Source: an optimization exercise on an open RTL-to-GDS flow (aim: small area). Production flows keep margins and buffers that such runs may drop. The RTL was checked by simulation tests, not by an equivalence proof against the original design. Power figures rest on the tool's default switching activity, not on a simulated workload.

==> design/flow/design.v <==
package cic_pkg;
   localparam int unsigned NUM_CH    = 16;
   localparam int unsigned NUM_LINES = 8;
   localparam int unsigned ORDER     = 4;
   function automatic logic [13:0] coef_old0(input logic [4:0] p);
      case (p)
         5'd0: coef_old0 = 14'd1;
         5'd1: coef_old0 = 14'd5984;
         5'd2: coef_old0 = 14'd5456;
         5'd3: coef_old0 = 14'd4960;
         5'd4: coef_old0 = 14'd4495;
         5'd5: coef_old0 = 14'd4060;
         5'd6: coef_old0 = 14'd3654;
         5'd7: coef_old0 = 14'd3276;
         5'd8: coef_old0 = 14'd2925;
         5'd9: coef_old0 = 14'd2600;
         5'd10: coef_old0 = 14'd2300;
         5'd11: coef_old0 = 14'd2024;
         5'd12: coef_old0 = 14'd1771;
         5'd13: coef_old0 = 14'd1540;
         5'd14: coef_old0 = 14'd1330;
         5'd15: coef_old0 = 14'd1140;
         5'd16: coef_old0 = 14'd969;
         5'd17: coef_old0 = 14'd816;
         5'd18: coef_old0 = 14'd680;
         5'd19: coef_old0 = 14'd560;
         5'd20: coef_old0 = 14'd455;
         5'd21: coef_old0 = 14'd364;
         5'd22: coef_old0 = 14'd286;
         5'd23: coef_old0 = 14'd220;
         5'd24: coef_old0 = 14'd165;
         5'd25: coef_old0 = 14'd120;
         5'd26: coef_old0 = 14'd84;
         5'd27: coef_old0 = 14'd56;
         5'd28: coef_old0 = 14'd35;
         5'd29: coef_old0 = 14'd20;
         5'd30: coef_old0 = 14'd10;
         5'd31: coef_old0 = 14'd4;
         default: coef_old0 = '0;
      endcase
   endfunction
   function automatic logic [13:0] coef_new0(input logic [4:0] p);
      case (p)
         5'd0: coef_new0 = 14'd0;
         5'd1: coef_new0 = 14'd5456;
         5'd2: coef_new0 = 14'd4960;
         5'd3: coef_new0 = 14'd4495;
         5'd4: coef_new0 = 14'd4060;
         5'd5: coef_new0 = 14'd3654;
         5'd6: coef_new0 = 14'd3276;
         5'd7: coef_new0 = 14'd2925;
         5'd8: coef_new0 = 14'd2600;
         5'd9: coef_new0 = 14'd2300;
         5'd10: coef_new0 = 14'd2024;
         5'd11: coef_new0 = 14'd1771;
         5'd12: coef_new0 = 14'd1540;
         5'd13: coef_new0 = 14'd1330;
         5'd14: coef_new0 = 14'd1140;
         5'd15: coef_new0 = 14'd969;
         5'd16: coef_new0 = 14'd816;
         5'd17: coef_new0 = 14'd680;
         5'd18: coef_new0 = 14'd560;
         5'd19: coef_new0 = 14'd455;
         5'd20: coef_new0 = 14'd364;
         5'd21: coef_new0 = 14'd286;
         5'd22: coef_new0 = 14'd220;
         5'd23: coef_new0 = 14'd165;
         5'd24: coef_new0 = 14'd120;
         5'd25: coef_new0 = 14'd84;
         5'd26: coef_new0 = 14'd56;
         5'd27: coef_new0 = 14'd35;
         5'd28: coef_new0 = 14'd20;
         5'd29: coef_new0 = 14'd10;
         5'd30: coef_new0 = 14'd4;
         5'd31: coef_new0 = 14'd1;
         default: coef_new0 = '0;
      endcase
   endfunction
   function automatic logic [13:0] coef_both0(input logic [4:0] p);
      case (p)
         5'd0: coef_both0 = 14'd1;
         5'd1: coef_both0 = 14'd11440;
         5'd2: coef_both0 = 14'd10416;
         5'd3: coef_both0 = 14'd9455;
         5'd4: coef_both0 = 14'd8555;
         5'd5: coef_both0 = 14'd7714;
         5'd6: coef_both0 = 14'd6930;
         5'd7: coef_both0 = 14'd6201;
         5'd8: coef_both0 = 14'd5525;
         5'd9: coef_both0 = 14'd4900;
         5'd10: coef_both0 = 14'd4324;
         5'd11: coef_both0 = 14'd3795;
         5'd12: coef_both0 = 14'd3311;
         5'd13: coef_both0 = 14'd2870;
         5'd14: coef_both0 = 14'd2470;
         5'd15: coef_both0 = 14'd2109;
         5'd16: coef_both0 = 14'd1785;
         5'd17: coef_both0 = 14'd1496;
         5'd18: coef_both0 = 14'd1240;
         5'd19: coef_both0 = 14'd1015;
         5'd20: coef_both0 = 14'd819;
         5'd21: coef_both0 = 14'd650;
         5'd22: coef_both0 = 14'd506;
         5'd23: coef_both0 = 14'd385;
         5'd24: coef_both0 = 14'd285;
         5'd25: coef_both0 = 14'd204;
         5'd26: coef_both0 = 14'd140;
         5'd27: coef_both0 = 14'd91;
         5'd28: coef_both0 = 14'd55;
         5'd29: coef_both0 = 14'd30;
         5'd30: coef_both0 = 14'd14;
         5'd31: coef_both0 = 14'd5;
         default: coef_both0 = '0;
      endcase
   endfunction
   function automatic logic [15:0] coef_old1(input logic [4:0] p);
      case (p)
         5'd0: coef_old1 = 16'd6541;
         5'd1: coef_old1 = 16'd21824;
         5'd2: coef_old1 = 16'd21856;
         5'd3: coef_old1 = 16'd21824;
         5'd4: coef_old1 = 16'd21731;
         5'd5: coef_old1 = 16'd21580;
         5'd6: coef_old1 = 16'd21374;
         5'd7: coef_old1 = 16'd21116;
         5'd8: coef_old1 = 16'd20809;
         5'd9: coef_old1 = 16'd20456;
         5'd10: coef_old1 = 16'd20060;
         5'd11: coef_old1 = 16'd19624;
         5'd12: coef_old1 = 16'd19151;
         5'd13: coef_old1 = 16'd18644;
         5'd14: coef_old1 = 16'd18106;
         5'd15: coef_old1 = 16'd17540;
         5'd16: coef_old1 = 16'd16949;
         5'd17: coef_old1 = 16'd16336;
         5'd18: coef_old1 = 16'd15704;
         5'd19: coef_old1 = 16'd15056;
         5'd20: coef_old1 = 16'd14395;
         5'd21: coef_old1 = 16'd13724;
         5'd22: coef_old1 = 16'd13046;
         5'd23: coef_old1 = 16'd12364;
         5'd24: coef_old1 = 16'd11681;
         5'd25: coef_old1 = 16'd11000;
         5'd26: coef_old1 = 16'd10324;
         5'd27: coef_old1 = 16'd9656;
         5'd28: coef_old1 = 16'd8999;
         5'd29: coef_old1 = 16'd8356;
         5'd30: coef_old1 = 16'd7730;
         5'd31: coef_old1 = 16'd7124;
         default: coef_old1 = '0;
      endcase
   endfunction
   function automatic logic [15:0] coef_new1(input logic [4:0] p);
      case (p)
         5'd0: coef_new1 = 16'd5984;
         5'd1: coef_new1 = 16'd21856;
         5'd2: coef_new1 = 16'd21824;
         5'd3: coef_new1 = 16'd21731;
         5'd4: coef_new1 = 16'd21580;
         5'd5: coef_new1 = 16'd21374;
         5'd6: coef_new1 = 16'd21116;
         5'd7: coef_new1 = 16'd20809;
         5'd8: coef_new1 = 16'd20456;
         5'd9: coef_new1 = 16'd20060;
         5'd10: coef_new1 = 16'd19624;
         5'd11: coef_new1 = 16'd19151;
         5'd12: coef_new1 = 16'd18644;
         5'd13: coef_new1 = 16'd18106;
         5'd14: coef_new1 = 16'd17540;
         5'd15: coef_new1 = 16'd16949;
         5'd16: coef_new1 = 16'd16336;
         5'd17: coef_new1 = 16'd15704;
         5'd18: coef_new1 = 16'd15056;
         5'd19: coef_new1 = 16'd14395;
         5'd20: coef_new1 = 16'd13724;
         5'd21: coef_new1 = 16'd13046;
         5'd22: coef_new1 = 16'd12364;
         5'd23: coef_new1 = 16'd11681;
         5'd24: coef_new1 = 16'd11000;
         5'd25: coef_new1 = 16'd10324;
         5'd26: coef_new1 = 16'd9656;
         5'd27: coef_new1 = 16'd8999;
         5'd28: coef_new1 = 16'd8356;
         5'd29: coef_new1 = 16'd7730;
         5'd30: coef_new1 = 16'd7124;
         5'd31: coef_new1 = 16'd6541;
         default: coef_new1 = '0;
      endcase
   endfunction
   function automatic logic [15:0] coef_both1(input logic [4:0] p);
      case (p)
         5'd0: coef_both1 = 16'd12525;
         5'd1: coef_both1 = 16'd43680;
         5'd2: coef_both1 = 16'd43680;
         5'd3: coef_both1 = 16'd43555;
         5'd4: coef_both1 = 16'd43311;
         5'd5: coef_both1 = 16'd42954;
         5'd6: coef_both1 = 16'd42490;
         5'd7: coef_both1 = 16'd41925;
         5'd8: coef_both1 = 16'd41265;
         5'd9: coef_both1 = 16'd40516;
         5'd10: coef_both1 = 16'd39684;
         5'd11: coef_both1 = 16'd38775;
         5'd12: coef_both1 = 16'd37795;
         5'd13: coef_both1 = 16'd36750;
         5'd14: coef_both1 = 16'd35646;
         5'd15: coef_both1 = 16'd34489;
         5'd16: coef_both1 = 16'd33285;
         5'd17: coef_both1 = 16'd32040;
         5'd18: coef_both1 = 16'd30760;
         5'd19: coef_both1 = 16'd29451;
         5'd20: coef_both1 = 16'd28119;
         5'd21: coef_both1 = 16'd26770;
         5'd22: coef_both1 = 16'd25410;
         5'd23: coef_both1 = 16'd24045;
         5'd24: coef_both1 = 16'd22681;
         5'd25: coef_both1 = 16'd21324;
         5'd26: coef_both1 = 16'd19980;
         5'd27: coef_both1 = 16'd18655;
         5'd28: coef_both1 = 16'd17355;
         5'd29: coef_both1 = 16'd16086;
         5'd30: coef_both1 = 16'd14854;
         5'd31: coef_both1 = 16'd13665;
         default: coef_both1 = '0;
      endcase
   endfunction
   function automatic logic [15:0] coef_old2(input logic [4:0] p);
      case (p)
         5'd0: coef_old2 = 16'd21731;
         5'd1: coef_old2 = 16'd4960;
         5'd2: coef_old2 = 16'd5456;
         5'd3: coef_old2 = 16'd5984;
         5'd4: coef_old2 = 16'd6541;
         5'd5: coef_old2 = 16'd7124;
         5'd6: coef_old2 = 16'd7730;
         5'd7: coef_old2 = 16'd8356;
         5'd8: coef_old2 = 16'd8999;
         5'd9: coef_old2 = 16'd9656;
         5'd10: coef_old2 = 16'd10324;
         5'd11: coef_old2 = 16'd11000;
         5'd12: coef_old2 = 16'd11681;
         5'd13: coef_old2 = 16'd12364;
         5'd14: coef_old2 = 16'd13046;
         5'd15: coef_old2 = 16'd13724;
         5'd16: coef_old2 = 16'd14395;
         5'd17: coef_old2 = 16'd15056;
         5'd18: coef_old2 = 16'd15704;
         5'd19: coef_old2 = 16'd16336;
         5'd20: coef_old2 = 16'd16949;
         5'd21: coef_old2 = 16'd17540;
         5'd22: coef_old2 = 16'd18106;
         5'd23: coef_old2 = 16'd18644;
         5'd24: coef_old2 = 16'd19151;
         5'd25: coef_old2 = 16'd19624;
         5'd26: coef_old2 = 16'd20060;
         5'd27: coef_old2 = 16'd20456;
         5'd28: coef_old2 = 16'd20809;
         5'd29: coef_old2 = 16'd21116;
         5'd30: coef_old2 = 16'd21374;
         5'd31: coef_old2 = 16'd21580;
         default: coef_old2 = '0;
      endcase
   endfunction
   function automatic logic [15:0] coef_new2(input logic [4:0] p);
      case (p)
         5'd0: coef_new2 = 16'd21824;
         5'd1: coef_new2 = 16'd5456;
         5'd2: coef_new2 = 16'd5984;
         5'd3: coef_new2 = 16'd6541;
         5'd4: coef_new2 = 16'd7124;
         5'd5: coef_new2 = 16'd7730;
         5'd6: coef_new2 = 16'd8356;
         5'd7: coef_new2 = 16'd8999;
         5'd8: coef_new2 = 16'd9656;
         5'd9: coef_new2 = 16'd10324;
         5'd10: coef_new2 = 16'd11000;
         5'd11: coef_new2 = 16'd11681;
         5'd12: coef_new2 = 16'd12364;
         5'd13: coef_new2 = 16'd13046;
         5'd14: coef_new2 = 16'd13724;
         5'd15: coef_new2 = 16'd14395;
         5'd16: coef_new2 = 16'd15056;
         5'd17: coef_new2 = 16'd15704;
         5'd18: coef_new2 = 16'd16336;
         5'd19: coef_new2 = 16'd16949;
         5'd20: coef_new2 = 16'd17540;
         5'd21: coef_new2 = 16'd18106;
         5'd22: coef_new2 = 16'd18644;
         5'd23: coef_new2 = 16'd19151;
         5'd24: coef_new2 = 16'd19624;
         5'd25: coef_new2 = 16'd20060;
         5'd26: coef_new2 = 16'd20456;
         5'd27: coef_new2 = 16'd20809;
         5'd28: coef_new2 = 16'd21116;
         5'd29: coef_new2 = 16'd21374;
         5'd30: coef_new2 = 16'd21580;
         5'd31: coef_new2 = 16'd21731;
         default: coef_new2 = '0;
      endcase
   endfunction
   function automatic logic [15:0] coef_both2(input logic [4:0] p);
      case (p)
         5'd0: coef_both2 = 16'd43555;
         5'd1: coef_both2 = 16'd10416;
         5'd2: coef_both2 = 16'd11440;
         5'd3: coef_both2 = 16'd12525;
         5'd4: coef_both2 = 16'd13665;
         5'd5: coef_both2 = 16'd14854;
         5'd6: coef_both2 = 16'd16086;
         5'd7: coef_both2 = 16'd17355;
         5'd8: coef_both2 = 16'd18655;
         5'd9: coef_both2 = 16'd19980;
         5'd10: coef_both2 = 16'd21324;
         5'd11: coef_both2 = 16'd22681;
         5'd12: coef_both2 = 16'd24045;
         5'd13: coef_both2 = 16'd25410;
         5'd14: coef_both2 = 16'd26770;
         5'd15: coef_both2 = 16'd28119;
         5'd16: coef_both2 = 16'd29451;
         5'd17: coef_both2 = 16'd30760;
         5'd18: coef_both2 = 16'd32040;
         5'd19: coef_both2 = 16'd33285;
         5'd20: coef_both2 = 16'd34489;
         5'd21: coef_both2 = 16'd35646;
         5'd22: coef_both2 = 16'd36750;
         5'd23: coef_both2 = 16'd37795;
         5'd24: coef_both2 = 16'd38775;
         5'd25: coef_both2 = 16'd39684;
         5'd26: coef_both2 = 16'd40516;
         5'd27: coef_both2 = 16'd41265;
         5'd28: coef_both2 = 16'd41925;
         5'd29: coef_both2 = 16'd42490;
         5'd30: coef_both2 = 16'd42954;
         5'd31: coef_both2 = 16'd43311;
         default: coef_both2 = '0;
      endcase
   endfunction
   function automatic logic [13:0] coef_old3(input logic [4:0] p);
      case (p)
         5'd0: coef_old3 = 14'd4495;
         5'd1: coef_old3 = 14'd0;
         5'd2: coef_old3 = 14'd0;
         5'd3: coef_old3 = 14'd0;
         5'd4: coef_old3 = 14'd1;
         5'd5: coef_old3 = 14'd4;
         5'd6: coef_old3 = 14'd10;
         5'd7: coef_old3 = 14'd20;
         5'd8: coef_old3 = 14'd35;
         5'd9: coef_old3 = 14'd56;
         5'd10: coef_old3 = 14'd84;
         5'd11: coef_old3 = 14'd120;
         5'd12: coef_old3 = 14'd165;
         5'd13: coef_old3 = 14'd220;
         5'd14: coef_old3 = 14'd286;
         5'd15: coef_old3 = 14'd364;
         5'd16: coef_old3 = 14'd455;
         5'd17: coef_old3 = 14'd560;
         5'd18: coef_old3 = 14'd680;
         5'd19: coef_old3 = 14'd816;
         5'd20: coef_old3 = 14'd969;
         5'd21: coef_old3 = 14'd1140;
         5'd22: coef_old3 = 14'd1330;
         5'd23: coef_old3 = 14'd1540;
         5'd24: coef_old3 = 14'd1771;
         5'd25: coef_old3 = 14'd2024;
         5'd26: coef_old3 = 14'd2300;
         5'd27: coef_old3 = 14'd2600;
         5'd28: coef_old3 = 14'd2925;
         5'd29: coef_old3 = 14'd3276;
         5'd30: coef_old3 = 14'd3654;
         5'd31: coef_old3 = 14'd4060;
         default: coef_old3 = '0;
      endcase
   endfunction
   function automatic logic [13:0] coef_new3(input logic [4:0] p);
      case (p)
         5'd0: coef_new3 = 14'd4960;
         5'd1: coef_new3 = 14'd0;
         5'd2: coef_new3 = 14'd0;
         5'd3: coef_new3 = 14'd1;
         5'd4: coef_new3 = 14'd4;
         5'd5: coef_new3 = 14'd10;
         5'd6: coef_new3 = 14'd20;
         5'd7: coef_new3 = 14'd35;
         5'd8: coef_new3 = 14'd56;
         5'd9: coef_new3 = 14'd84;
         5'd10: coef_new3 = 14'd120;
         5'd11: coef_new3 = 14'd165;
         5'd12: coef_new3 = 14'd220;
         5'd13: coef_new3 = 14'd286;
         5'd14: coef_new3 = 14'd364;
         5'd15: coef_new3 = 14'd455;
         5'd16: coef_new3 = 14'd560;
         5'd17: coef_new3 = 14'd680;
         5'd18: coef_new3 = 14'd816;
         5'd19: coef_new3 = 14'd969;
         5'd20: coef_new3 = 14'd1140;
         5'd21: coef_new3 = 14'd1330;
         5'd22: coef_new3 = 14'd1540;
         5'd23: coef_new3 = 14'd1771;
         5'd24: coef_new3 = 14'd2024;
         5'd25: coef_new3 = 14'd2300;
         5'd26: coef_new3 = 14'd2600;
         5'd27: coef_new3 = 14'd2925;
         5'd28: coef_new3 = 14'd3276;
         5'd29: coef_new3 = 14'd3654;
         5'd30: coef_new3 = 14'd4060;
         5'd31: coef_new3 = 14'd4495;
         default: coef_new3 = '0;
      endcase
   endfunction
   function automatic logic [13:0] coef_both3(input logic [4:0] p);
      case (p)
         5'd0: coef_both3 = 14'd9455;
         5'd1: coef_both3 = 14'd0;
         5'd2: coef_both3 = 14'd0;
         5'd3: coef_both3 = 14'd1;
         5'd4: coef_both3 = 14'd5;
         5'd5: coef_both3 = 14'd14;
         5'd6: coef_both3 = 14'd30;
         5'd7: coef_both3 = 14'd55;
         5'd8: coef_both3 = 14'd91;
         5'd9: coef_both3 = 14'd140;
         5'd10: coef_both3 = 14'd204;
         5'd11: coef_both3 = 14'd285;
         5'd12: coef_both3 = 14'd385;
         5'd13: coef_both3 = 14'd506;
         5'd14: coef_both3 = 14'd650;
         5'd15: coef_both3 = 14'd819;
         5'd16: coef_both3 = 14'd1015;
         5'd17: coef_both3 = 14'd1240;
         5'd18: coef_both3 = 14'd1496;
         5'd19: coef_both3 = 14'd1785;
         5'd20: coef_both3 = 14'd2109;
         5'd21: coef_both3 = 14'd2470;
         5'd22: coef_both3 = 14'd2870;
         5'd23: coef_both3 = 14'd3311;
         5'd24: coef_both3 = 14'd3795;
         5'd25: coef_both3 = 14'd4324;
         5'd26: coef_both3 = 14'd4900;
         5'd27: coef_both3 = 14'd5525;
         5'd28: coef_both3 = 14'd6201;
         5'd29: coef_both3 = 14'd6930;
         5'd30: coef_both3 = 14'd7714;
         5'd31: coef_both3 = 14'd8555;
         default: coef_both3 = '0;
      endcase
   endfunction
   function automatic logic [19:0] start0(input logic [2:0] n);
      case (n)
         3'd1: start0 = 20'd524288;
         3'd2: start0 = 20'd501100;
         3'd3: start0 = 20'd498108;
         3'd4: start0 = 20'd501100;
         default: start0 = '0;
      endcase
   endfunction
   function automatic logic [19:0] start1(input logic [2:0] n);
      case (n)
         3'd1: start1 = 20'd498108;
         3'd2: start1 = 20'd256680;
         3'd3: start1 = 20'd245768;
         3'd4: start1 = 20'd256680;
         default: start1 = '0;
      endcase
   endfunction
   function automatic logic [19:0] start2(input logic [2:0] n);
      case (n)
         3'd1: start2 = 20'd245768;
         3'd2: start2 = 20'd20460;
         3'd3: start2 = 20'd17980;
         3'd4: start2 = 20'd20460;
         default: start2 = '0;
      endcase
   endfunction
   function automatic logic [15:0] start3(input logic [2:0] n);
      case (n)
         3'd1: start3 = 16'd17980;
         3'd2: start3 = 16'd0;
         3'd3: start3 = 16'd0;
         3'd4: start3 = 16'd0;
         default: start3 = '0;
      endcase
   endfunction
endpackage
module cic_channel (
   input  logic        clk,
   input  logic        reset,
   input  logic        line_a,
   input  logic        line_b,
   input  logic        ph_hi,       
   input  logic        keep,        
   input  logic        shs,         
   input  logic [13:0] c0_old, c0_new, c0_both,
   input  logic [15:0] c1_old, c1_new, c1_both,
   input  logic [15:0] c2_old, c2_new, c2_both,
   input  logic [13:0] c3_old, c3_new, c3_both,
   input  logic [19:0] k0, k1, k2,
   input  logic [15:0] k3,
   output logic [15:0] out_s0,
   output logic [15:0] out_s1,
   output logic [15:0] out_s2,
   output logic [15:0] out_s3
);
   logic        buf_far, buf_near;
   logic        b_old, b_new;
   logic [19:0] r0 [4];
   logic [19:0] r1 [4];
   logic [19:0] r2 [4];
   logic [15:0] r3 [4];
   logic [19:0] a0, a1, a2;
   logic [15:0] a3;
   logic [13:0] w0, w3;
   logic [15:0] w1, w2;
   logic [20:0] s0;
   logic [19:0] s1, s2;
   logic [15:0] s3;
   always_ff @(posedge clk or negedge reset) begin
      if (!reset) begin
         buf_far  <= 1'b0;
         buf_near <= 1'b0;
      end else begin
         buf_far  <= ph_hi ? line_a : line_b;
         buf_near <= buf_far;
      end
   end
   assign b_old = buf_near;
   assign b_new = ph_hi ? line_b : line_a;
   always_comb begin
      w0 = ({14{b_old & ~b_new}} & c0_old) | ({14{~b_old & b_new}} & c0_new) | ({14{b_old & b_new}} & c0_both);
      w1 = ({16{b_old & ~b_new}} & c1_old) | ({16{~b_old & b_new}} & c1_new) | ({16{b_old & b_new}} & c1_both);
      w2 = ({16{b_old & ~b_new}} & c2_old) | ({16{~b_old & b_new}} & c2_new) | ({16{b_old & b_new}} & c2_both);
      w3 = ({14{b_old & ~b_new}} & c3_old) | ({14{~b_old & b_new}} & c3_new) | ({14{b_old & b_new}} & c3_both);
      a0 = ({20{keep}} & r0[0]) | ({20{shs}} & r1[0]) | k0;
      a1 = ({20{keep}} & r1[0]) | ({20{shs}} & r2[0]) | k1;
      a2 = ({20{keep}} & r2[0]) | ({20{shs}} & {4'd0, r3[0]}) | k2;
      a3 = ({16{keep}} & r3[0]) | k3;
   end
   cic_add #(.W(20), .CW(14)) u_add0 (.a(a0), .b(w0), .s(s0[19:0]), .co(s0[20]));
   cic_add #(.W(20), .CW(16)) u_add1 (.a(a1), .b(w1), .s(s1), .co());
   cic_add #(.W(20), .CW(16)) u_add2 (.a(a2), .b(w2), .s(s2), .co());
   cic_add #(.W(16), .CW(14)) u_add3 (.a(a3), .b(w3), .s(s3), .co());
   always_ff @(posedge clk) begin
      r0[1] <= s0[19:0] | {20{s0[20]}};
      r1[1] <= s1;
      r2[1] <= s2;
      r3[1] <= s3;
      for (int i = 1; i < 3; i++) begin
         r0[i+1] <= r0[i];
         r1[i+1] <= r1[i];
         r2[i+1] <= r2[i];
         r3[i+1] <= r3[i];
      end
      r0[0] <= r0[3];
      r1[0] <= r1[3];
      r2[0] <= r2[3];
      r3[0] <= r3[3];
   end
   assign out_s0 = {~r0[2][19], r0[2][18:4]};
   assign out_s1 = {~r0[1][19], r0[1][18:4]};
   assign out_s2 = {~r0[0][19], r0[0][18:4]};
   assign out_s3 = {~r0[3][19], r0[3][18:4]};
endmodule
module cic_add #(
   parameter int unsigned W  = 20,
   parameter int unsigned CW = 14
) (
   input  logic [W-1:0]  a,
   input  logic [CW-1:0] b,
   output logic [W-1:0]  s,
   output logic          co
);
   logic [W:0] c;
   assign c[0] = 1'b0;
   for (genvar i = 0; i < W; i++) begin : g_bit
      if (i < CW) begin : g_full
         assign s[i]   = a[i] ^ b[i] ^ c[i];
         assign c[i+1] = (a[i] & b[i]) | (c[i] & (a[i] ^ b[i]));
      end else begin : g_half
         assign s[i]   = a[i] ^ c[i];
         assign c[i+1] = a[i] & c[i];
      end
   end
   assign co = c[W];
endmodule
module pdm_cic_main (
   input  logic                      clk,
   input  logic                      reset,
   output logic                      clk_out_pdm,
   input  logic [7:0]                din,
   output logic                      hop,
   output logic [255:0]              val_flat
);
   logic [5:0]  cnt;
   logic        started;    
   logic        first;      
   logic        shift;
   logic        keep;
   logic        shs;
   logic [4:0]  p;
   logic [13:0] c0_old, c0_new, c0_both;
   logic [15:0] c1_old, c1_new, c1_both;
   logic [15:0] c2_old, c2_new, c2_both;
   logic [13:0] c3_old, c3_new, c3_both;
   logic [19:0] k0, k1, k2;
   logic [15:0] k3;
   always_ff @(posedge clk or negedge reset) begin
      if (!reset) begin
         cnt     <= 6'd1;
         started <= 1'b0;
      end else begin
         cnt     <= cnt + 6'd1;
         if (cnt == 6'd0) started <= 1'b1;
      end
   end
   assign clk_out_pdm = ~cnt[0];
   assign hop         = started & (cnt == 6'd2);
   assign first = ~started & (cnt[5:3] == 3'd0) & (cnt[2:0] != 3'd0) & (cnt[2:0] <= 3'd4);
   assign shift = (cnt >= 6'd2) & (cnt <= 6'd5);
   assign keep  = ~first & ~shift;
   assign shs   = ~first & shift;
   assign p     = cnt[5:1];
   always_comb begin
      c0_old = cic_pkg::coef_old0(p);  c0_new = cic_pkg::coef_new0(p);  c0_both = cic_pkg::coef_both0(p);
      c1_old = cic_pkg::coef_old1(p);  c1_new = cic_pkg::coef_new1(p);  c1_both = cic_pkg::coef_both1(p);
      c2_old = cic_pkg::coef_old2(p);  c2_new = cic_pkg::coef_new2(p);  c2_both = cic_pkg::coef_both2(p);
      c3_old = cic_pkg::coef_old3(p);  c3_new = cic_pkg::coef_new3(p);  c3_both = cic_pkg::coef_both3(p);
      k0 = {20{first}} & cic_pkg::start0(cnt[2:0]);
      k1 = {20{first}} & cic_pkg::start1(cnt[2:0]);
      k2 = {20{first}} & cic_pkg::start2(cnt[2:0]);
      k3 = {16{first}} & cic_pkg::start3(cnt[2:0]);
   end
   for (genvar g = 0; g < 4; g++) begin : g_grp
      logic [15:0] o0, o1, o2, o3;
      cic_channel u_grp (
         .clk     (clk),
         .reset   (reset),
         .line_a  (din[2*g]),
         .line_b  (din[2*g+1]),
         .ph_hi   (cnt[1]),
         .keep    (keep),
         .shs     (shs),
         .c0_old  (c0_old), .c0_new (c0_new), .c0_both (c0_both),
         .c1_old  (c1_old), .c1_new (c1_new), .c1_both (c1_both),
         .c2_old  (c2_old), .c2_new (c2_new), .c2_both (c2_both),
         .c3_old  (c3_old), .c3_new (c3_new), .c3_both (c3_both),
         .k0      (k0), .k1 (k1), .k2 (k2), .k3 (k3),
         .out_s0  (o0),
         .out_s1  (o1),
         .out_s2  (o2),
         .out_s3  (o3)
      );
      assign val_flat[16*(2*g)   +: 16] = o0;
      assign val_flat[16*(8+2*g) +: 16] = o1;
      assign val_flat[16*(2*g+1) +: 16] = o2;
      assign val_flat[16*(9+2*g) +: 16] = o3;
   end
endmodule
==> design/flow/run.sh <==
#!/bin/bash
# synth_recipe.tcl (not shown) runs the flow's synth.tcl, then flattens the netlist and writes it again
# the make line also repeats each setting of config.mk as NAME=value (left out here)
make -C /OpenROAD-flow-scripts/flow DESIGN_CONFIG=/design/flow/config.mk WORK_HOME=/design/flow/orfs CLKGATE_MAP_FILE= SYNTH_SCRIPT=/design/flow/synth_recipe.tcl finish
==> design/flow/config.mk <==
export PLATFORM = sky130hd
export DESIGN_NAME = pdm_cic_main
export DESIGN_NICKNAME = pdm_cic_main
export VERILOG_FILES = /design/flow/design.v
export SDC_FILE = /design/flow/constraint.sdc
export NUM_CORES = 4
export LEC_CHECK = 0
export ABC_AREA = 1
export CAP_MARGIN = 20
export CORE_MARGIN = 2
export CORE_UTILIZATION = 40
export SLEW_MARGIN = 20
==> design/flow/constraint.sdc <==
create_clock -name core_clock -period 10.0 [get_ports {clk}]
set_input_delay 2.0000 -clock core_clock [delete_from_list [all_inputs] [get_ports {clk}]]
set_output_delay 2.0000 -clock core_clock [all_outputs]
set_load 0.01 [all_outputs]
==> impl_metrics.ini, run 1 <==
[timing]
slew-limit-headroom_pct = 21.6
hold_violations = 0
skew_ns = 0.0602
max_freq_mhz = 102
final_max_slew_viol_count = 0
worst_slew_pin_slew_ns = 1.17
setup_viol = 0
period_needed_ns = 9.84
finalCritPeriodShare_pct = 98.4
setup_tns_ns = 0

[power_and_ir_drop]
p_int_mw = 12.0
ir_drop_v = 0.000157
sw_frac_of_total_pct = 28.6
combPwrFrac_pct = 22.5
p_seq_share_pct = 49.1
p_per_area_nw_per_um2 = 321
p_clk_share_pct = 28.4
p_leak_nw = 23.5
p_sw_mw = 4.78

[finish]
drive_above_1_share_pct = 12.9
nFillCells = 9893
n_antenna_cell = 0
regArea_um2 = 24700
final_util_pct = 48.0
multi_input_comb_area_um2 = 15700
layout.nets = 4928
areaGrowthSynthToFinish_pct = 19.2

[synth]
synth_top_area_share_pct = 55.7
yosysWarnings = 6
ys_seq_elements = 1231
ys_top_cells_by_count = 1216 x dfxtp_1, 1116 x nand2_1, 329 x nand3_1, 288 x inv_1, 246 x buf_4
syn_area_per_cell_um2 = 9.91
synth_area_leaders = dfxtp_1 56%, fa_1 10%, nand2_1 9.6%
ys_dominant_reg_cell = dfxtp_1
synth_most_common_cell = dfxtp_1
syn-instance-count = 4410
yosysTopAreaCell = dfxtp_1
async_flop_share_pct = 1.22
synth_edf_count = 0
syn_area_um2 = 43700
syn_nets = 4731
synth_seq_area_share_pct = 56.6
synth_cell_type_count = 44

[floorplanning]
die_area_um2 = 112000
rows = 121
die_width_um = 334
core_area_um2 = 109000
design.portCount = 268
die_y_um = 334
start_util_pct = 40.2

[critical_path]
crit_type = input pin to flip-flop
cp-end-kind = flip-flop
cp.required_ns = 10.59
cp.arrival_ns = 10.43
cp-start-kind = input pin
slowest_stage = fa_2
cp_max_fo = 4
crit_path_max_incr_delay_ns = 0.49
path_common_cell = fa_2

[global_routing]
grt_pass1_vias = 29978
grt_pass1_wl_mm = 222
grt_overflow = 0
grt_max_degree = 59
grt_antenna_before_repair = 0
grtUsageTotal_pct = 27.7

[drt]
vias_per_cell = 5.09
drc = 0
vias = 31173
ant_nets = 0
first_pass_iters = 7
wl_mm = 157
avgRoutedWirePerCell_um = 25.7
first_iter_violations = 3633

[placed_design]
numPortBuffers = 267
dpl.hpwl_mm = 121
place.gp.congestion = 1.04

[cts]
cts_buffer_depth = 3
cts_sinks = 1231
clock_latency_ns = 0.72
cts_setup_buffers = 0
clk_pin_slew_ns = 0.06
cts_made_buffers = 115
cts-root-buf = clkbuf_16
cts_tree = built
htree_levels = 3

[flow_run]
cap_violations = 0

[outcome]
status = finished clean

[min_path]
min_path_type = flip-flop to flip-flop
-- cells in the final DEF, fill, tap and decap left out, types with 7 or more instances in the layout --
cell             netlist  final
a21oi_1              107    106
a221oi_1               8      8
a22oi_1                7      7
buf_12                 0      8
buf_4                246    223
bufinv_16              0     19
clkbuf_1              82     13
clkbuf_16              0    118
clkbuf_8               0     22
clkdlybuf4s50_1        0    267
clkinv_2               0     27
dfrtp_1               14     13
dfxtp_1             1216   1216
fa_1                 224    126
fa_2                   0     98
ha_1                  87     78
ha_2                   0      7
inv_1                288    286
inv_2                  8      9
nand2_1             1116   1104
nand2_2               10     16
nand2_4                1      7
nand3_1              329    328
nand4_1                8      8
nor2_1               206    203
o211ai_1              84     84
o21ai_0              146    146
o21ai_1                7      7
o221ai_1              18     14
o22ai_1               55     55
xor2_1                10     10
-- state kept, by name, indices dropped and copies added, names as in the netlist --
register and cells:
g_grp.u_grp.r0 320, g_grp.u_grp.r1 320, g_grp.u_grp.r2 320, g_grp.u_grp.r3 256, cnt 6, g_grp.u_grp.buf_far 4
g_grp.u_grp.buf_near 4, started 1
-- cells by family after synthesis --
family / Yosys count / synth area share [%]
xor gates and xnor gates: 10 / 0.200
adders and majority gates: 311 / 12.8
buffers and inverters: 717 / 8.57
and+or+nand+nor: 1693 / 15.8
DFF: 1231 / 56.6
AOI/OAI and AO/OA: 448 / 6.12
-- final cells by class --
| class | instances | share of cell area, % |
|---|---|---|
| flip-flops and latches | 1231 | 47.5 |
| clock buffers | 153 | 6.35 |
| repair buffers | 499 | 8.68 |
| clock inverters | 67 | 1.80 |
| multi-input cells | 2462 | 30.1 |
| inverters | 298 | 2.17 |
| well taps | 1414 | 3.40 |
-- what timing repair did --
action                                  CTS  global route
hold buffers                              0             0
resized for setup                        29            55
pin swaps                                13            26
endpoints found under the setup margin   87            98
-- stage by stage --
| stage | cell area, µm² | total power, mW | std cells | worst slack (ns) | hold slack, ns |
|---|---|---|---|---|---|
| 6_report | 52100 | 16.7 | 6124 | 0.164 | 0.290 |
| 5_1_grt | 52100 | 17.6 | 6124 | -0.0485 | 0.284 |
| 4_1_cts | 51900 | 16.8 | 6124 | 0.00440 | 0.282 |
| 3_5_place_dp | 47600 | 12.0 | 5904 | -1.10 | 0.312 |
| 3_3_place_gp | 47600 | 11.9 | 5904 | -1.05 | 0.310 |
| 2_1_floorplan | 43900 | 10.4 | 4410 | -0.0410 | 0.310 |
-- critical path: cells and delay by family --
kind	cells	cell delay [ns]
adder cells (fa/ha/maj)	19	7.06
buffers and inverters	3	0.61
AND/OR/NAND/NOR	4	0.40
AO/OA/AOI/OAI	1	0.18
XOR/XNOR	1	0.16
-- routing by layer --
layer	part of all wire, %	GRT usage (%)
met1	45	40.3
met2	41	40.0
met3	9.2	6.04
met4	4.1	10.9
met5	0	0
-- power groups by stage --
| stage | Sequential [mW] | Clock, mW | Combinational (mW) |
|---|---|---|---|
| 6_report | 8.22 | 4.75 | 3.76 |
| 5_1_grt | 8.43 | 5.03 | 4.16 |
| 4_1_cts | 8.23 | 4.83 | 3.74 |
| 3_5_place_dp | 8.32 | 0 | 3.67 |
| 3_3_place_gp | 8.24 | 0 | 3.66 |
| 2_1_floorplan | 7.90 | 0 | 2.45 |
-- worst paths after layout --
kind / start / end / slack [ns] / depth (start not counted)
max reg2reg: cnt[1] / g_grp[3].u_grp.r2[1][19] / 0.28 / 29
min in group asynchronous: reset / g_grp[2].u_grp.buf_far / 1.69 / 1
min: g_grp[2].u_grp.r1[1][3] / g_grp[2].u_grp.r1[2][3] / 0.29 / 0
max in group asynchronous: reset / cnt[5] / 7.84 / 1
max: din[0] / g_grp[0].u_grp.r2[1][19] / 0.16 / 28
min reg2reg: g_grp[2].u_grp.r1[1][3] / g_grp[2].u_grp.r1[2][3] / 0.29 / 0
==> run 2: changes to the inputs <==
--- a/design/flow/config.mk
+++ b/design/flow/config.mk
@@ -9,4 +9,5 @@
 export CAP_MARGIN = 20
 export CORE_MARGIN = 2
 export CORE_UTILIZATION = 40
+export CTS_BUF_LIST = sky130_fd_sc_hd__clkbuf_8
 export SLEW_MARGIN = 20
==> run 2 against run 1 <==
Utilization is 0.15 points lower. Sequential cell count unchanged. Via count increased by 1.5%. Sequential power about the same. Register-to-register slack better by 0.08 ns. Setup slack got worse by 0.029 ns. Combinational power is essentially flat. Total power down 2.6%. First-iteration DRC count up 2.5%.
==> impl_metrics.ini, run 2 <==
[synth]
ys_seq_elements = 1231
syn_area_um2 = 43700
synth_xor_area_share_pct = 0.200
synth_compound_area_share_pct = 6.12
syn_nets = 4731
yosysTopAreaCell = dfxtp_1
ys_dominant_reg_cell = dfxtp_1
synth_area_leaders = dfxtp_1 56%, fa_1 10%, nand2_1 9.6%
synth_top_area_share_pct = 55.7
synth_top_family_by_area = simple AND/OR/NAND/NOR gates
ys_top_cells_by_count = 1216 x dfxtp_1, 1116 x nand2_1, 329 x nand3_1, 288 x inv_1, 246 x buf_4
synthAdderAreaFrac_pct = 12.8
synthMuxAreaShare_pct = 0
async_flop_share_pct = 1.22
synth_cell_type_count = 44
syn_area_per_cell_um2 = 9.91
synth_most_common_cell = dfxtp_1
syn-instance-count = 4410
yosysWarnings = 6
synth_edf_count = 0
synth_seq_area_share_pct = 56.6
synth-simple-area-share_pct = 15.8

[timing]
rsz0062_at_grt = true
skew_ns = 0.0494
finalCritPeriodShare_pct = 98.6
final_max_slew_viol_count = 0
slew-limit-headroom_pct = 16.5
max_freq_mhz = 101
hold_violations = 0
period_needed_ns = 9.86
setup_viol = 0
worst_slew_pin_slew_ns = 1.24

[floorplanning]
die_area_um2 = 112000
die_width_um = 334
design.portCount = 268
core_area_um2 = 109000
die_y_um = 334
start_util_pct = 40.2
rows = 121

[cts]
cts_tree = built
cts_made_buffers = 188
clock_latency_ns = 0.85
cts_sinks = 1231
cts_buffer_depth = 3
htree_levels = 4
cts-root-buf = clkbuf_8
clk_pin_slew_ns = 0.06

[power_and_ir_drop]
p_leak_nw = 23.8
p_clk_share_pct = 26.6
p_int_mw = 11.5
ir_drop_v = 0.000128
p_seq_share_pct = 50.5
sw_frac_of_total_pct = 29.5
p_per_area_nw_per_um2 = 314
combPwrFrac_pct = 22.9
p_sw_mw = 4.80

[placed_design]
numPortBuffers = 267
dp.cells = 5904
place.gp.congestion = 1.04
dpl.hpwl_mm = 121

[critical_path]
r2r_start = cnt[1]
cp-start-kind = input pin
r2r_end = g_grp[0].u_grp.r2[1][19]
crit_type = input pin to flip-flop
reg2regPathDepth = 31
path_common_cell = fa_1
cp-end-kind = flip-flop
r2r_slack_ns = 0.36
cp.arrival_ns = 10.57
crit_path_max_incr_delay_ns = 0.49
cp_max_fo = 3
cp.required_ns = 10.71
slowest_stage = fa_1

[finish]
final_util_pct = 47.8
final_common_cell = dfxtp_1
multi_input_comb_area_um2 = 15600
drive_above_1_share_pct = 13.8
regArea_um2 = 24700
areaGrowthSynthToFinish_pct = 18.8
top_regs = g_grp.u_grp.r0 (320), g_grp.u_grp.r1 (320), g_grp.u_grp.r2 (320)
fin_cells = 6258
layout.nets = 5008
final_cell_mix = 1216 x dfxtp_1, 1104 x nand2_1, 339 x inv_1
nFillCells = 10019

[drt]
drc = 0
first_pass_iters = 6
wl_met1_mm = 70.9
routed-wl-met2_mm = 65.1
ant_nets = 0
wl_met3_mm = 14.7
avgRoutedWirePerCell_um = 25.2
first_iter_violations = 3725
vias_per_cell = 5.05
routed.top_layer = met4
wl_mm = 157
vias = 31631

[min_path]
min_path_type = flip-flop to flip-flop
worstHoldStart = g_grp[0].u_grp.r2[2][4]
min_path_cells = 0
worstHoldEndpoint = g_grp[0].u_grp.r2[3][4]

[global_routing]
grt_antenna_before_repair = 2
grt_overflow = 0
grt_pass1_wl_mm = 222
grtUsageTotal_pct = 27.8
grt_max_degree = 59
grt_pass1_vias = 30515

[flow_run]
cap_violations = 0

[outcome]
status = finished clean
==> run 2: cells by family after synthesis <==
| kind of cell | count (synthesis) |
|---|---|
| compound gates | 448 |
| xor+xnor | 10 |
| fa+ha+maj | 311 |
| buf+inv | 717 |
| flops | 1231 |
| simple gates | 1693 |
==> run 2: power by group through the flow <==
stage	logic, mW	registers (mW)	clock network [mW]
CTS	3.72	8.23	4.44
global route	4.13	8.43	4.65
global placement	3.66	8.24	0
detailed placement	3.67	8.32	0
finish	3.73	8.22	4.34
floorplan	2.45	7.90	0
==> run 2: routing by layer <==
layer / vias up / global-route usage [%]
met5: - / 0
met2: 1670 / 39.7
met4: 0 / 11.5
li1: 14400 / -
met3: 302 / 6.89
met1: 15259 / 40.0
==> run 2: worst max-delay path by stage <==
stage                start                  endpoint  slack, ns  depth (start not counted)
floorplan           din[2]  g_grp[1].u_grp.r2[1][19]      -0.04                         28
global route        din[4]  g_grp[2].u_grp.r2[1][19]      -0.02                         28
detailed placement  din[1]  g_grp[0].u_grp.r2[1][19]      -1.10                         28
CTS                 cnt[1]  g_grp[0].u_grp.r2[1][19]    -0.0006                         30
global placement    din[5]  g_grp[2].u_grp.r2[1][19]      -1.05                         28
finish              din[4]  g_grp[2].u_grp.r2[1][19]       0.14                         28
==> run 2: what timing repair did <==
item,in CTS,in global routing
setup endpoints to repair,13,97
pin swaps,0,15
cloned,0,0
buffers inserted,0,7
resized for setup,11,43
hold buffers,0,0
==> run 2: final cells by class <==
class,count,share of cell area (%)
Clock buffer,232,6.15
Tap cell,1414,3.41
Sequential cell,1231,47.6
Clock inverter,113,1.71
Multi-Input combinational cell,2462,30.1
Inverter,298,2.18
Antenna cell,2,0.00964
Timing Repair Buffer,506,8.85
==> run 2: critical path: cells and delay by family <==
kind,cells,cell delay (ns)
fa+ha+maj,19,7.28
compound gates,1,0.13
xor+xnor,1,0.15
simple gates,4,0.39
buf+inv,3,0.60
==> run 2: per-stage QoR <==
stage	total power [mW]	hold WS [ns]	cell area [µm²]	TNS, ns	worst slack (ns)
2_1_floorplan	10.4	0.310	43900	-0.0410	-0.0410
3_3_place_gp	11.9	0.310	47600	-88.88	-1.05
3_5_place_dp	12.0	0.312	47600	-98.97	-1.10
4_1_cts	16.4	0.289	51700	-0.000634	-0.000634
5_1_grt	17.2	0.299	51900	-0.0632	-0.0196
6_report	16.3	0.290	51900	0	0.136
==> run 3: changes to the inputs <==
--- a/design/flow/config.mk
+++ b/design/flow/config.mk
@@ -8,6 +8,6 @@
 export ABC_AREA = 1
 export CAP_MARGIN = 20
 export CORE_MARGIN = 2
-export CORE_UTILIZATION = 40
+export CORE_UTILIZATION = 70
 export CTS_BUF_LIST = sky130_fd_sc_hd__clkbuf_8
 export SLEW_MARGIN = 20
==> run 3 against run 2 <==
The flow now stops in global routing (5_1_grt). Area after synthesis unchanged. Synthesized cell count unchanged.
==> impl_metrics.ini, run 3 <==
[synth]
synth_cell_type_count = 44
syn_area_per_cell_um2 = 9.91
synth_most_common_cell = dfxtp_1
synth_area_leaders = dfxtp_1 56%, fa_1 10%, nand2_1 9.6%
syn-instance-count = 4410
syn_nets = 4731
syn_area_um2 = 43700
yosysTopAreaCell = dfxtp_1
yosysWarnings = 6
ys_seq_elements = 1231
async_flop_share_pct = 1.22
ys_top_cells_by_count = 1216 x dfxtp_1, 1116 x nand2_1, 329 x nand3_1, 288 x inv_1, 246 x buf_4
synth_edf_count = 0
synth_top_area_share_pct = 55.7
ys_dominant_reg_cell = dfxtp_1
synth_seq_area_share_pct = 56.6

[global_routing]
grtUsageTotal_pct = 74.5
grt_overflow = 1
grt_pass1_vias = 44059
grt_pass1_wl_mm = 333
grt_max_degree = 49

[placed_design]
place.gp.congestion = 1.14
numPortBuffers = 267
postPlaceCellArea_um2 = 46400
dpl.hpwl_mm = 127

[floorplanning]
rows = 91
start_util_pct = 70.8
design.portCount = 268
die_y_um = 254
die_width_um = 254

[cts]
cts_buffer_depth = 3
cts-root-buf = clkbuf_8
cts_sinks = 1231
cts_made_buffers = 172
htree_levels = 4
hold_buffers = 0

[outcome]
haltStage = global routing (5_1_grt)
error = [ERROR GRT-0116] Global routing finished with congestion. Check the congestion regions in the DRC Viewer.
status = aborted with a tool error
[run 3: cell counts after synthesis]
Identical to the previous run, type by type.
[run 3: worst min-delay path by stage]
| stage | from | endpoint | slack, ns | cells past startpoint |
|---|---|---|---|---|
| detailed placement | g_grp[0].u_grp.r1[1][9] | g_grp[0].u_grp.r1[2][9] | 0.31 | 0 |
| global placement | g_grp[0].u_grp.r1[3][15] | g_grp[0].u_grp.r1[0][15] | 0.31 | 0 |
| CTS | g_grp[3].u_grp.r3[1][3] | g_grp[3].u_grp.r3[2][3] | 0.28 | 0 |
| floorplan | g_grp[0].u_grp.r0[3][0] | g_grp[0].u_grp.r0[0][0] | 0.31 | 0 |
[run 3: cell families after synthesis]
family                     synth area share (%)
adders and majority gates                  12.8
and+or+nand+nor                            15.8
AOI/OAI and AO/OA                          6.12
DFF                                        56.6
xor gates and xnor gates                  0.200
buffers and inverters                      8.57
[run 3: timing repair]
item	CTS
setup endpoints to repair	102
pin swaps	12
endpoints found under the hold margin	0
resized for setup	49
buffers inserted	1
[run 3: metrics by stage]
step,cells,util [%],total power [mW],hold WS (ns),setup WS (ns)
CTS,5576,81.1,16.9,0.282,-0.00891
detailed placement,5278,75.2,12.4,0.312,-1.15
global placement,5278,75.2,11.8,0.310,-0.929
floorplan,4410,-,10.4,0.310,-0.0410
[run 3: power groups by stage]
| stage | combinational [mW] | clock, mW | sequential (mW) |
|---|---|---|---|
| 2_1_floorplan | 2.45 | 0 | 7.90 |
| 3_3_place_gp | 3.55 | 0 | 8.21 |
| 3_5_place_dp | 3.96 | 0 | 8.47 |
| 4_1_cts | 4.41 | 3.96 | 8.54 |
[run 3: layer usage]
metal | overflow | GRT usage (%)
met2 | 0 | 88.8
met4 | 1 | 69.3
met1 | 0 | 75.0
met5 | 0 | 42.8
met3 | 0 | 62.2
==> run 4: changes to the inputs <==
--- a/design/flow/config.mk
+++ b/design/flow/config.mk
@@ -8,6 +8,7 @@
 export ABC_AREA = 1
 export CAP_MARGIN = 20
 export CORE_MARGIN = 2
-export CORE_UTILIZATION = 70
-export CTS_BUF_LIST = sky130_fd_sc_hd__clkbuf_8
+export CORE_UTILIZATION = 40
+export CTS_BUF_LIST = sky130_fd_sc_hd__clkbuf_4 sky130_fd_sc_hd__clkbuf_8
+export GPL_TIMING_DRIVEN = 0
 export SLEW_MARGIN = 20
==> run 4 against run 3 <==
The run now finishes clean. Synthesized cell count unchanged. Area after synthesis did not move.
==> impl_metrics.ini, run 4 <==
[timing]
slew-limit-headroom_pct = 13.6
skew_ns = 0.0386
hold_violations = 0
worst_slew_pin_slew_ns = 1.28
hold_slack_ns = 0.300
finalCritPeriodShare_pct = 98.4
setup_viol = 0
period_needed_ns = 9.84
max_freq_mhz = 102
final_max_slew_viol_count = 0
rsz0062_at_grt = false

[power_and_ir_drop]
p_total_mw = 16.9
p_per_area_nw_per_um2 = 314
p_leak_nw = 24.5
ir_drop_v = 0.000115

[floorplanning]
die_width_um = 334
rows = 121
start_util_pct = 40.2
design.portCount = 268
core_area_um2 = 109000
die_area_um2 = 112000
die_y_um = 334

[synth]
synth_most_common_cell = dfxtp_1
synth_top_area_share_pct = 55.7
synth_cell_type_count = 44
synth_area_leaders = dfxtp_1 56%, fa_1 10%, nand2_1 9.6%
ys_dominant_reg_cell = dfxtp_1
yosysWarnings = 6
async_flop_share_pct = 1.22
synth_edf_count = 0
ys_top_cells_by_count = 1216 x dfxtp_1, 1116 x nand2_1, 329 x nand3_1, 288 x inv_1, 246 x buf_4
syn_area_um2 = 43700
syn_area_per_cell_um2 = 9.91
yosysTopAreaCell = dfxtp_1
ys_seq_elements = 1231
synth_seq_area_share_pct = 56.6
syn_nets = 4731
syn-instance-count = 4410

[finish]
layout.nets = 5222
final_cell_mix = 1216 x dfxtp_1, 1101 x nand2_1, 326 x nand3_1
final_cell_area_um2 = 53900
top_regs = g_grp.u_grp.r0 (320), g_grp.u_grp.r1 (320), g_grp.u_grp.r2 (320)
areaGrowthSynthToFinish_pct = 23.4
final_util_pct = 49.7
final_common_cell = dfxtp_1
nFillCells = 9970
drive_above_1_share_pct = 18.8

[critical_path]
cp-start-kind = flip-flop
cp.arrival_ns = 10.58
cp.required_ns = 10.74
crit_path_max_incr_delay_ns = 0.55
cp_max_fo = 11
slowest_stage = dfrtp_2
path_common_cell = fa_2
cp-end-kind = flip-flop
crit_type = flip-flop to flip-flop

[global_routing]
grt_overflow = 0
grt_pass1_vias = 32139
grt_pass1_wl_mm = 256
grt_antenna_before_repair = 5
grtUsageTotal_pct = 33.4
grt_max_degree = 20

[drt]
drc = 0
vias_per_cell = 5.26
first_iter_violations = 4378
vias = 33975
wl_mm = 189
first_pass_iters = 8
ant_nets = 0
avgRoutedWirePerCell_um = 29.3

[cts]
cts_sinks = 1231
cts_made_buffers = 183
cts_tree = built
htree_levels = 4
clock_latency_ns = 0.86
cts-root-buf = clkbuf_8
cts_buffer_depth = 3
clk_pin_slew_ns = 0.06

[outcome]
status = finished clean

[placed_design]
numPortBuffers = 267
place.gp.congestion = 1.09
dpl.hpwl_mm = 150
postPlaceCellArea_um2 = 48400

[flow_run]
cap_violations = 0

[min_path]
min_path_type = flip-flop to flip-flop
## run 4: cell counts after synthesis
Identical to the previous run, type by type.
## run 4: final timing paths
check | start | end | slack (ns) | cells past startpoint
min in group asynchronous | reset | g_grp[0].u_grp.buf_far | 1.56 | 1
max | cnt[2] | g_grp[2].u_grp.r1[1][19] | 0.16 | 29
min | g_grp[3].u_grp.r3[2][3] | g_grp[3].u_grp.r3[3][3] | 0.30 | 0
max in group asynchronous | reset | cnt[3] | 7.95 | 1
min reg2reg | g_grp[3].u_grp.r3[2][3] | g_grp[3].u_grp.r3[3][3] | 0.30 | 0
max reg2reg | cnt[2] | g_grp[2].u_grp.r1[1][19] | 0.16 | 29
## run 4: final cells by class
cell class,instances,area [µm²],share of cell area (%)
Tap cell,1414,1770,3.28
Sequential cell,1231,24700,45.9
Timing Repair Buffer,309,2990,5.55
Multi-Input combinational cell,2462,16100,29.9
Antenna cell,3,7.51,0.0139
Clock inverter,32,404,0.750
Buffer,416,3130,5.80
Inverter,298,1120,2.09
Clock buffer,292,3650,6.77
## run 4: report_power, final
group | switching [mW] | internal [mW] | total [mW]
clock network | 1.86 | 2.50 | 4.36
registers | 0.866 | 7.34 | 8.21
logic | 2.13 | 2.25 | 4.38
## run 4: worst max-delay path: cells and delay by family, from the launching register on
| kind | cells | cell delay [ns] |
|---|---|---|
| adder cells (fa/ha/maj) | 18 | 6.64 |
| AND/OR/NAND/NOR | 4 | 0.64 |
| buffers and inverters | 5 | 1.06 |
| AO/OA/AOI/OAI | 2 | 0.79 |
| flip-flops | 1 | 0.55 |
## run 4: logic make-up after synthesis
logic type | count (synthesis) | share of synthesized area (%)
simple gates | 1693 | 15.8
flops | 1231 | 56.6
buf+inv | 717 | 8.57
compound gates | 448 | 6.12
fa+ha+maj | 311 | 12.8
xor+xnor | 10 | 0.200
## run 4: per-layer routing
| metal | track usage, % | vias up | share of wire [%] |
|---|---|---|---|
| li1 | - | 14814 | - |
| met1 | 45.5 | 16336 | 42 |
| met2 | 47.7 | 2242 | 41 |
| met3 | 8.97 | 577 | 11 |
| met4 | 19.3 | 6 | 6.5 |
| met5 | 0 | - | 0.035 |
## run 4: what timing repair did
item                                    in CTS  in global routing
hold endpoints to repair                     0                  0
pin swaps                                   35                 47
resized for setup                          235                 69
endpoints found under the setup margin     167                 99
buffers inserted                            26                 14
hold buffers                                 0                  0
## run 4: stage by stage
| step | setup TNS (ns) | std cells | worst slack, ns |
|---|---|---|---|
| finish | 0 | 6457 | 0.164 |
| CTS | 0 | 6442 | 0.000171 |
| global placement | -289.46 | 6091 | -2.63 |
| global route | 0 | 6455 | 0.000975 |
| detailed placement | -283.84 | 6092 | -2.57 |
| floorplan | -0.0410 | 4410 | -0.0410 |
==> run 5: changes to the inputs <==
==> design/flow/flow/run.sh (new file) <==
#!/bin/bash
# The standard layout (standard.sh, unchanged synthesis) with two changes:
#  - each port gets the smallest buffer cell (buf_1) instead of the default pick
#  - clock tree synthesis without dummy loads
set -uo pipefail
export BUFFER_PORTS_ARGS="-buffer_cell sky130_fd_sc_hd__buf_1"
export CTS_ARGS="-sink_clustering_enable -repair_clock_nets -dont_use_dummy_load"
bash standard.sh > standard.log 2>&1
==> design/flow/standard.sh (new file) <==
#!/bin/bash
# synth_recipe.tcl (not shown) runs the flow's synth.tcl, then flattens the netlist and writes it again
# the make line also repeats each setting of config.mk as NAME=value (left out here)
make -C /OpenROAD-flow-scripts/flow DESIGN_CONFIG=/design/flow/config.mk WORK_HOME=/design/flow/orfs CLKGATE_MAP_FILE= SYNTH_SCRIPT=/design/flow/synth_recipe.tcl "${@:-finish}"
--- a/design/flow/config.mk
+++ b/design/flow/config.mk
@@ -9,6 +9,4 @@
 export CAP_MARGIN = 20
 export CORE_MARGIN = 2
 export CORE_UTILIZATION = 40
-export CTS_BUF_LIST = sky130_fd_sc_hd__clkbuf_4 sky130_fd_sc_hd__clkbuf_8
-export GPL_TIMING_DRIVEN = 0
 export SLEW_MARGIN = 20
removed: design/flow/run.sh
==> run 5 against run 4 <==
Cell count is 6.9% lower. Setup slack better by 0.061 ns. Sequential power hardly changed. Critical path depth is 1 higher. Non-clock buffer count is 232 lower. Sequential share of layout area is 4.7 points higher. Critical path type is now input pin to flip-flop. Critical endpoint is now g_grp[1].u_grp.r1[1][19]. Largest cell class unchanged.
==> impl_metrics.ini, run 5 <==
[cts]
hold_buffers = 0
cts_buffer_depth = 3
cts_setup_buffers = 0
cts_made_buffers = 116
clk_pin_slew_ns = 0.06
cts_sinks = 1231
htree_levels = 3
cts-root-buf = clkbuf_16
clock_latency_ns = 0.73
cts_tree = built

[placed_design]
numPortBuffers = 267
dp.cells = 5898
place.gp.congestion = 1.06
dp_slack_ns = -0.724
dpl.hpwl_mm = 122

[power_and_ir_drop]
p_per_area_nw_per_um2 = 307
ir_drop_v = 0.000177
p_leak_nw = 22.1

[finish]
final_util_pct = 45.0
layout.nets = 4923
n_antenna_cell = 0
final_cell_mix = 1216 x dfxtp_1, 1104 x nand2_1, 329 x nand3_1
top_regs = g_grp.u_grp.r0 (320), g_grp.u_grp.r1 (320), g_grp.u_grp.r2 (320)
final_common_cell = dfxtp_1
drive_above_1_share_pct = 9.87
fin_cells = 6014
areaGrowthSynthToFinish_pct = 11.8

[synth]
syn_area_um2 = 43700
syn_nets = 4731
yosysWarnings = 6
async_flop_share_pct = 1.22
synth_area_leaders = dfxtp_1 56%, fa_1 10%, nand2_1 9.6%
synth_edf_count = 0
ys_seq_elements = 1231
synth_seq_area_share_pct = 56.6
syn_area_per_cell_um2 = 9.91
syn-instance-count = 4410
yosysTopAreaCell = dfxtp_1
ys_dominant_reg_cell = dfxtp_1
synth_top_area_share_pct = 55.7
synth_most_common_cell = dfxtp_1
ys_top_cells_by_count = 1216 x dfxtp_1, 1116 x nand2_1, 329 x nand3_1, 288 x inv_1, 246 x buf_4
synth_cell_type_count = 44

[timing]
setup_slack_ns = 0.225
hold_violations = 0
slew-limit-headroom_pct = 20.1
hold_slack_ns = 0.255
max_freq_mhz = 102
final_max_slew_viol_count = 0
setup_tns_ns = 0
setup_viol = 0
skew_ns = 0.107
worst_slew_pin_slew_ns = 1.19
finalCritPeriodShare_pct = 97.7
period_needed_ns = 9.77

[floorplanning]
die_area_um2 = 112000
die_width_um = 334
start_util_pct = 40.2
design.portCount = 268
core_area_um2 = 109000
die_y_um = 334
rows = 121

[global_routing]
grtUsageTotal_pct = 27.4
grt_overflow = 0
grt_pass1_wl_mm = 218
grt_pass1_vias = 29723
grt_max_degree = 116
grt_antenna_before_repair = 4

[critical_path]
cp-end-kind = flip-flop
crit_type = input pin to flip-flop
cp.arrival_ns = 10.39
crit_path_max_incr_delay_ns = 0.48
path_common_cell = fa_1
slowest_stage = fa_2
cp.required_ns = 10.62
cp-start-kind = input pin
cp_max_fo = 4

[drt]
first_pass_iters = 7
first_iter_violations = 3480
vias_per_cell = 5.14
vias = 30941
wl_mm = 156
drc = 0
ant_nets = 0
avgRoutedWirePerCell_um = 25.9

[outcome]
status = finished clean

[min_path]
min_path_type = flip-flop to flip-flop

[flow_run]
cap_violations = 0
[run 5: worst paths after layout]
kind / slack, ns / cells past startpoint / start / endpoint
worst max register to register: 0.37 / 34 / cnt[4] / g_grp[1].u_grp.r2[1][19]
min in group asynchronous: 1.40 / 1 / reset / cnt[4]
worst max-delay path: 0.23 / 30 / din[3] / g_grp[1].u_grp.r1[1][19]
max in group asynchronous: 8.05 / 1 / reset / cnt[5]
worst min register to register: 0.26 / 0 / g_grp[1].u_grp.r2[1][4] / g_grp[1].u_grp.r2[2][4]
worst min-delay path: 0.26 / 0 / g_grp[1].u_grp.r2[1][4] / g_grp[1].u_grp.r2[2][4]
[run 5: final cells by class]
cell class                      instances  area (µm²)
Multi-Input combinational cell       2462       15500
Sequential cell                      1231       24700
Inverter                              298        1130
Fill cell                           10348       59700
Timing Repair Buffer                  493        2810
Tap cell                             1414        1770
Clock buffer                          116        2900
[run 5: what timing repair did]
action	in CTS	in global routing
resized for setup	2	26
endpoints found under the setup margin	1	72
pin swaps	0	7
[run 5: kinds of logic (layout without fill, tap and decap cells)]
group	count (synthesis)	count (layout)	share of synthesized area, %
and+or+nand+nor	1693	1693	15.8
buffers and inverters	717	907	8.57
adders and majority gates	311	311	12.8
AOI/OAI and AO/OA	448	448	6.12
xor gates and xnor gates	10	10	0.200
DFF	1231	1231	56.6
[run 5: report_power, final]
| group | switching [mW] | leakage [nW] | internal [mW] |
|---|---|---|---|
| clock network | 1.64 | 1.43 | 2.01 |
| logic | 1.94 | 10.3 | 1.19 |
| registers | 0.869 | 10.4 | 7.34 |
[run 5: layer usage]
metal	track usage (%)	up-vias	wire, µm
li1	-	14088	-
met1	39.6	14905	70000
met2	39.2	1627	64300
met3	6.06	317	15000
met4	11.5	4	6580
met5	0	-	27
[run 5: stage by stage]
stage,power [mW],area [µm²]
global route,15.9,48900
global placement,11.3,45800
finish,15.0,48900
detailed placement,11.4,45800
CTS,15.1,48800
floorplan,10.4,43900
[run 5: worst max-delay path: cells and delay by family]
kind / cells / cell delay, ns
adders and majority gates: 19 / 7.16
and+or+nand+nor: 6 / 0.58
AOI/OAI and AO/OA: 1 / 0.16
buffers and inverters: 4 / 0.46
==> run 6: changes to the inputs <==
--- a/design/flow/flow/run.sh
+++ b/design/flow/flow/run.sh
@@ -4,5 +4,5 @@
 #  - clock tree synthesis without dummy loads
 set -uo pipefail
 export BUFFER_PORTS_ARGS="-buffer_cell sky130_fd_sc_hd__buf_1"
-export CTS_ARGS="-sink_clustering_enable -repair_clock_nets -dont_use_dummy_load"
+export CTS_ARGS="-sink_clustering_enable -repair_clock_nets -dont_use_dummy_load -buf_list sky130_fd_sc_hd__clkbuf_16 -sink_clustering_size 24 -sink_clustering_max_diameter 100"
 bash standard.sh > standard.log 2>&1
==> run 6 against run 5 <==
Area after synthesis unchanged. Utilization down 1.3 points. Cell count down 0.95%. Routed wire length down 0.73%. Maximum frequency down 0.38%. Sequential cell count unchanged. Synthesized cell count unchanged. Sequential power about the same. Sequential share of layout area up 1.5 points. Die area unchanged.
==> impl_metrics.ini, run 6 <==
[drt]
first_pass_iters = 6
wl_mm = 155
avgRoutedWirePerCell_um = 26.0
drc = 0
wl_met3_mm = 14.0
vias = 30427
routed-wl-met2_mm = 63.3
wl_met1_mm = 70.9
vias_per_cell = 5.11
ant_nets = 0
routed.top_layer = met5
first_iter_violations = 3514

[synth]
synth_edf_count = 0
yosysWarnings = 6
syn-instance-count = 4410
syn_nets = 4731
synth_seq_area_share_pct = 56.6
ys_dominant_reg_cell = dfxtp_1
synth_most_common_cell = dfxtp_1
syn_area_per_cell_um2 = 9.91
synth_top_area_share_pct = 55.7
ys_seq_elements = 1231
yosysTopAreaCell = dfxtp_1
ys_top_cells_by_count = 1216 x dfxtp_1, 1116 x nand2_1, 329 x nand3_1, 288 x inv_1, 246 x buf_4
async_flop_share_pct = 1.22
synth_area_leaders = dfxtp_1 56%, fa_1 10%, nand2_1 9.6%
synth_cell_type_count = 44
syn_area_um2 = 43700

[floorplanning]
rows = 121
core_area_um2 = 109000
die_width_um = 334
die_area_um2 = 112000
design.portCount = 268
die_y_um = 334
start_util_pct = 40.2

[cts]
cts_sinks = 1231
clock_latency_ns = 0.69
cts_buffer_depth = 3
hold_buffers = 0
cts-root-buf = clkbuf_16
clk_pin_slew_ns = 0.10
cts_made_buffers = 59
cts_tree = built
htree_levels = 2

[finish]
final_util_pct = 43.7
drive_above_1_share_pct = 8.67
multi_input_comb_area_um2 = 15500
final_cell_mix = 1216 x dfxtp_1, 1104 x nand2_1, 329 x nand3_1
layout.nets = 4866
final_cell_area_um2 = 47400
n_antenna_cell = 0
top_regs = g_grp.u_grp.r0 (320), g_grp.u_grp.r1 (320), g_grp.u_grp.r2 (320)
areaGrowthSynthToFinish_pct = 8.54
nFillCells = 10506
final_common_cell = dfxtp_1
regArea_um2 = 24700

[outcome]
status = finished clean

[placed_design]
dpl.hpwl_mm = 122
place.gp.congestion = 1.06
postPlaceCellArea_um2 = 45800
numPortBuffers = 267

[timing]
setup_viol = 0
skew_ns = 0.0850
hold_slack_ns = 0.268
setup_tns_ns = 0
rsz0062_at_grt = true
worst_slew_pin_slew_ns = 1.16
slew-limit-headroom_pct = 22.2
hold_violations = 0
finalCritPeriodShare_pct = 98.1
period_needed_ns = 9.81
max_freq_mhz = 102
final_max_slew_viol_count = 0

[critical_path]
path_common_cell = fa_1
cp-start-kind = input pin
cp_max_fo = 4
crit_family = adder cells
crit_buf_inv = 4
r2r_start = cnt[4]
reg2regPathDepth = 34
cp.arrival_ns = 10.40
crit_type = input pin to flip-flop
cp.required_ns = 10.59
r2r_end = g_grp[1].u_grp.r2[1][19]
slowest_stage = fa_1
r2r_slack_ns = 0.38
crit_path_max_incr_delay_ns = 0.47
cp-end-kind = flip-flop

[min_path]
min_path_cells = 0
worstHoldStart = g_grp[3].u_grp.r1[1][8]
min_path_type = flip-flop to flip-flop
worstHoldEndpoint = g_grp[3].u_grp.r1[2][8]

[global_routing]
grt_pass1_wl_mm = 216
grt_overflow = 0
grt_max_degree = 116
grt_pass1_vias = 29050
grtUsageTotal_pct = 27.1
grt_antenna_before_repair = 2

[power_and_ir_drop]
p_per_area_nw_per_um2 = 291
p_total_mw = 13.8
ir_drop_v = 0.000176
p_leak_nw = 21.4

[flow_run]
cap_violations = 0
[run 6: cell counts after synthesis]
No cell type changed its count.
[run 6: kinds of logic after synthesis]
logic type	share of synthesized area, %
buffers and inverters	8.57
AO/OA/AOI/OAI	6.12
XOR/XNOR	0.200
AND/OR/NAND/NOR	15.8
flip-flops	56.6
adder cells (fa/ha/maj)	12.8
[run 6: stage by stage]
stage          setup slack [ns]  std cells
6_report                  0.188       5957
5_1_grt                 -0.0403       5957
4_1_cts                  0.0151       5957
3_5_place_dp             -0.724       5898
3_3_place_gp             -0.625       5898
2_1_floorplan           -0.0410       4410
[run 6: worst register-to-register path: cells and delay by family (launching register included)]
family / cells / cell delay (ns)
adder cells (fa/ha/maj): 20 / 7.38
XOR/XNOR: 1 / 0.16
buffers and inverters: 7 / 0.85
AND/OR/NAND/NOR: 5 / 0.59
flip-flops: 1 / 0.41
AO/OA/AOI/OAI: 1 / 0.14
[run 6: timing repair]
| item | 4_1_cts | 5_1_grt |
|---|---|---|
| gates resized for setup | 2 | 22 |
| setup endpoints to repair | 3 | 73 |
| pin swaps | 0 | 7 |
| buffers inserted | 0 | 0 |
[run 6: worst max path at each step]
stage,from,endpoint,slack [ns],cells after the start
3_5_place_dp,din[3],g_grp[1].u_grp.r2[1][19],-0.72,29
3_3_place_gp,din[5],g_grp[2].u_grp.r2[1][19],-0.63,29
5_1_grt,din[3],g_grp[1].u_grp.r2[1][19],-0.04,29
6_report,din[3],g_grp[1].u_grp.r2[1][19],0.19,29
4_1_cts,din[3],g_grp[1].u_grp.r2[1][19],0.02,29
2_1_floorplan,din[2],g_grp[1].u_grp.r2[1][19],-0.04,28
[run 6: metal layers]
layer | up-vias | GRT usage (%)
met5 | - | 0
met4 | 2 | 10.2
met3 | 274 | 5.71
met2 | 1459 | 38.9
met1 | 14735 | 39.7
li1 | 13957 | -
[run 6: final cells by class]
type,count,area share [%]
clock buffers,59,3.11
inverters,298,2.39
multi-input cells,2462,32.7
flip-flops and latches,1231,52.1
well taps,1414,3.73
repair buffers,493,5.91
[run 6: power by group]
group	internal, mW	switching [mW]	total (mW)	leakage, nW
logic	1.19	1.93	3.12	10.3
clock network	1.05	1.45	2.50	0.727
registers	7.33	0.860	8.19	10.4

afterwards: timing with drivers on the ports:
The results above use ideal ports. As a check the final layouts listed here were re-extracted and re-timed, cells and wires unchanged. Step 1 (the two cells are an assumption about what drives the block):
set clk [get_ports {clk}]
set_driving_cell -lib_cell sky130_fd_sc_hd__clkbuf_16 $clk
set_driving_cell -lib_cell sky130_fd_sc_hd__buf_2 [delete_from_list [all_inputs] $clk]
Step 2 times the ports against the registers' clock, not the clock port: input delays grow and output delays shrink by t, the midpoint of the rising clock arrivals with the driver on. Three values: no drivers, after step 1, after step 2; two values: the first two.
run	shift t [ns]	slack for setup (ns)	worst register clock-pin slew, ns	pins driven straight from the clock port
run 1	0.768	0.164 / 0.216 / -0.551	0.08 / 0.08	1
run 2	0.899	0.136 / 0.184 / -0.716	0.07 / 0.07	1
run 4	0.917	0.164 / 0.164 / -0.701	0.07 / 0.07	1
run 5	0.746	0.225 / 0.275 / -0.471	0.06 / 0.06	1
run 6	0.724	0.188 / 0.241 / -0.482	0.10 / 0.10	1
With both steps, setup timing fails in every run listed, where it was met with ideal ports. The setup slack of run 4, which loses most, moves by 0.000 ns with the drivers and by -0.865 ns with both steps.
